Background: an optimization exercise with open tools, aiming at small area, a short achievable clock period and few clock cycles per item. Do not read the settings as production practice. In this exercise RTL edits were held to simulation tests only and were not proved equivalent to the original.

==> flow/design.v (excerpt) <==
module aes_block_encrypt_unit (
	input  logic        clk,
	input  logic        arst_n,
	input  logic        start,
	output logic        busy,
	input  logic [63:0] plaintext_high,
	input  logic [63:0] plaintext_low,
	output logic        done,
	output logic [63:0] ciphertext_high,
	output logic [63:0] ciphertext_low,
	input  logic        cfg_we,
	input  logic [2:0]  cfg_index,
	input  logic [63:0] cfg_data
);
Settings: LEC_CHECK=0, ABC_AREA=1, CAP_MARGIN=20, CORE_MARGIN=2, CORE_UTILIZATION=50, CTS_CLUSTER_SIZE=26, PLACE_DENSITY=0.65, SETUP_SLACK_MARGIN=2.0, SLEW_MARGIN=20; clock period 7.0 ns.
standard.sh (not shown) runs the stock make flow with config.mk's settings and CLKGATE_MAP_FILE= SYNTH_SCRIPT=/design/flow/synth_recipe.tcl, a recipe that flattens the netlist after the stock synthesis.
==> flow/flow/run.sh <==
#!/bin/bash
# Layout flow: the standard flow with two changes:
# - synthesis maps with ABC's area script using "dch -f" (full choice computation) instead of
#   "dch"; the rest of synthesis, and so every register, is unchanged;
# - the buffers placement puts on every input and output port are sky130_fd_sc_hd__buf_1.
# The make output goes to standard_flow.log; each ORFS step keeps its own log under orfs/logs.
set -euo pipefail
mkdir -p scripts_mod
cp -r "$FLOW_HOME"/scripts/. scripts_mod/
sed -i 's/^dch$/dch -f/' scripts_mod/abc_area.script
bash standard.sh "SCRIPTS_DIR=$PWD/scripts_mod" "BUFFER_PORTS_ARGS=-buffer_cell sky130_fd_sc_hd__buf_1" finish > standard_flow.log 2>&1
Testbench counts at the start, summed over its fixed seeds: cycles 30,296, blocks 2,304.
Next try:
--- a/flow/config.mk
+++ b/flow/config.mk
@@ -12 +11,0 @@
-export CTS_CLUSTER_SIZE = 26
@@ -14 +13 @@
-export SETUP_SLACK_MARGIN = 2.0
+export SETUP_SLACK_MARGIN = 2.2
What happened: The changed run went through all stages and came out clean. Clock skew came out higher by 0.013 ns. Via count came out higher by 2.2%. Routed wire length came out higher by 2.4%. Hold slack loses 0.0063 ns. Cell count came out higher by 1.2%. Count of clock-buffer cells in the layout came out lower by 15.
Next try:
--- a/flow/config.mk
+++ b/flow/config.mk
@@ -13 +13 @@
-export SETUP_SLACK_MARGIN = 2.2
+export SETUP_SLACK_MARGIN = 2.0
Via count fell by 2.1%.
Final cell count goes down by 1.2%.
Clock-buffer cell count goes up by 15.
Design area fell by 5.7%.
Worst hold slack improved by 0.0063 ns.
Next try:
--- a/flow/config.mk
+++ b/flow/config.mk
@@ -11,0 +12 @@
+export CTS_CLUSTER_SIZE = 32
Effect: Utilization stays the same; area after synthesis stays the same; via count is unchanged; wire length is unchanged; synthesized cell count does not change; worst hold slack is unchanged; fmax stays the same; worst setup slack is unchanged; count of clock-buffer cells in the layout stays the same.

========
Setup of build 94:
aes_block_encrypt_unit, a different RTL version from the one above (not shown whole).
Size: about 690 flip-flops, about 330 I/O pins.
Settings: LEC_CHECK=0, ABC_AREA=1, CAP_MARGIN=20, CORE_MARGIN=2, CORE_UTILIZATION=50, PLACE_DENSITY=0.65, SETUP_SLACK_MARGIN=2.0, SLEW_MARGIN=20; clock period 7.0 ns.
run.sh (not shown) runs the stock make flow with config.mk's settings and CLKGATE_MAP_FILE= SYNTH_SCRIPT=/design/flow/synth_recipe.tcl, a recipe that flattens the netlist after the stock synthesis.
Stock flow here: none of the scripts above is used.
Build 94 has completed all stages; timing, DRC and antenna checks passed.
Testbench counts of build 94, summed over its fixed seeds: cycles 30,296, blocks 2,304.
[inputs] build 68 vs build 94
- an added GPL_ROUTABILITY_DRIVEN of 0
==> flow/flow/run.sh (new file) <==
#!/bin/bash
# Layout flow: the standard flow with two changes:
# - synthesis maps with ABC's area script using "dch -f" (full choice computation) instead of
#   "dch"; the rest of synthesis, and so every register, is unchanged;
# - the buffers placement puts on every input and output port are sky130_fd_sc_hd__buf_1.
# The make output goes to standard_flow.log; each ORFS step keeps its own log under orfs/logs.
set -euo pipefail
mkdir -p scripts_mod
cp -r "$FLOW_HOME"/scripts/. scripts_mod/
sed -i 's/^dch$/dch -f/' scripts_mod/abc_area.script
bash standard.sh "SCRIPTS_DIR=$PWD/scripts_mod" "BUFFER_PORTS_ARGS=-buffer_cell sky130_fd_sc_hd__buf_1" finish > standard_flow.log 2>&1
==> flow/standard.sh (new file) <==
#!/bin/bash
# synth_recipe.tcl (not shown) runs the flow's synth.tcl, then flattens the netlist and writes it again
# the make line also repeats each setting of config.mk as NAME=value (left out here)
make -C /OpenROAD-flow-scripts/flow DESIGN_CONFIG=/design/flow/config.mk WORK_HOME=/design/flow/orfs CLKGATE_MAP_FILE= SYNTH_SCRIPT=/design/flow/synth_recipe.tcl "${@:-finish}"
removed: flow/run.sh
## What came out
- Comparing met1 layer usage reported by global route for build 68 and build 94, the bigger number came from build 94.
- [compare] base=build 94 new=build 68: required time of the critical path now sits lower; count of clock-buffer cells in the layout now sits higher.
- The worst-case setup slack after placement of build 68 was superior to that of build 94.
- Looking only at layout-stage area growth over the synthesis result, and setting everything else aside, the lower value of build 68 and build 94 goes to build 68.
- Summary — average cell area after synthesis, build 68 relative to build 94: higher, by about 2%.
- Compared with build 94, build 68 shows maximum number of pins on one net before global-route repair that has gone up by a little under 10%.
- Per the comparison of build 68 with build 94, non-clock inverter instance count of the final layout lower, post-synthesis cell area lower, clock skew higher.
Input-level comparison between build 55 and build 68:
- GPL_ROUTABILITY_DRIVEN removed (was 0)
- PLACE_DENSITY changed from 0.65 to 0.5
- Taking build 68 as the reference, in build 55 number of resized instances in the post-cts repair step picked up an extra about 26%; number of violations reported at the end of detailed-routing iteration 0 about even; detailed-route wire length on metal 1 climbed 5.8%; overall routed net length increased by about 4.6% relative to the old numbers.
- Area after detailed placement: build 55 vs build 68 — no meaningful difference
- Comparing build 55 against build 68, there is no change at all in remaining global-route overflow.
- Across both runs, core utilization of the finished layout was higher for build 55 than for build 68.
The following lists how build 70 was set up differently from build 55:
- PLACE_DENSITY: 0.5 -> 0.65
- SETUP_SLACK_MARGIN: 2.0 -> 1.7
==> flow/run.sh (new file) <==
#!/bin/bash
# synth_recipe.tcl (not shown) runs the flow's synth.tcl, then flattens the netlist and writes it again
# the make line also repeats each setting of config.mk as NAME=value (left out here)
make -C /OpenROAD-flow-scripts/flow DESIGN_CONFIG=/design/flow/config.mk WORK_HOME=/design/flow/orfs CLKGATE_MAP_FILE= SYNTH_SCRIPT=/design/flow/synth_recipe.tcl finish
removed: flow/flow/run.sh
removed: flow/standard.sh
Results
Status | build 70 and build 55 | clean. Build 70 vs build 55 on final cell utilization of the core: build 70 is the lower one. Changes observed in build 70 relative to build 55: share of the cycle needed by the critical path after routing increased 2.1 points; starting utilization of the core area decreased 0.20 points; non-clock buffer count decreased about 26%.

## port drivers added, routing unchanged
How much do the figures lean on ideal ports? The routed layouts below were timed once more, with nothing changed but the port constraints.
Step 1 assumes that a clkbuf_16 drives the clock port and a buf_2 every other input.
Step 2 adds t to the input delays and takes it off the output delays; t is the mean of the earliest and latest rising clock arrival at the registers after step 1. Input paths then give back, and output paths get back, about the clock's delay inside the block.
a / b / c = ideal / step 1 / step 2; a / b = the first two.
run | t (ns) | slack for setup (ns) | worst setup path after step 2 | worst data-port slew with drivers (ns)
the first run of note 1 | 0.805 | 2.007 / 2.007 / 2.007 | register to register | 0.14
the second run of note 1 | 0.797 | 2.147 / 2.147 / 1.942 | input to register | 0.15
the third run of note 1 | 0.805 | 2.007 / 2.007 / 2.007 | register to register | 0.14
the fourth run of note 1 | 0.805 | 2.007 / 2.007 / 2.007 | register to register | 0.14
build 94 | 0.821 | 2.113 / 2.113 / 1.570 | input to register | 0.24
build 68 | 0.801 | 1.997 / 1.997 / 1.600 | input to register | 0.16
build 55 | 0.819 | 2.023 / 2.023 / 2.023 | register to register | 0.23
build 70 | 0.818 | 1.875 / 1.875 / 1.151 | input to register | 0.24
After both steps every run listed still meets setup and hold. The setup slack of build 70, which loses most, moves by 0.000 ns with the drivers and by -0.724 ns with both steps.
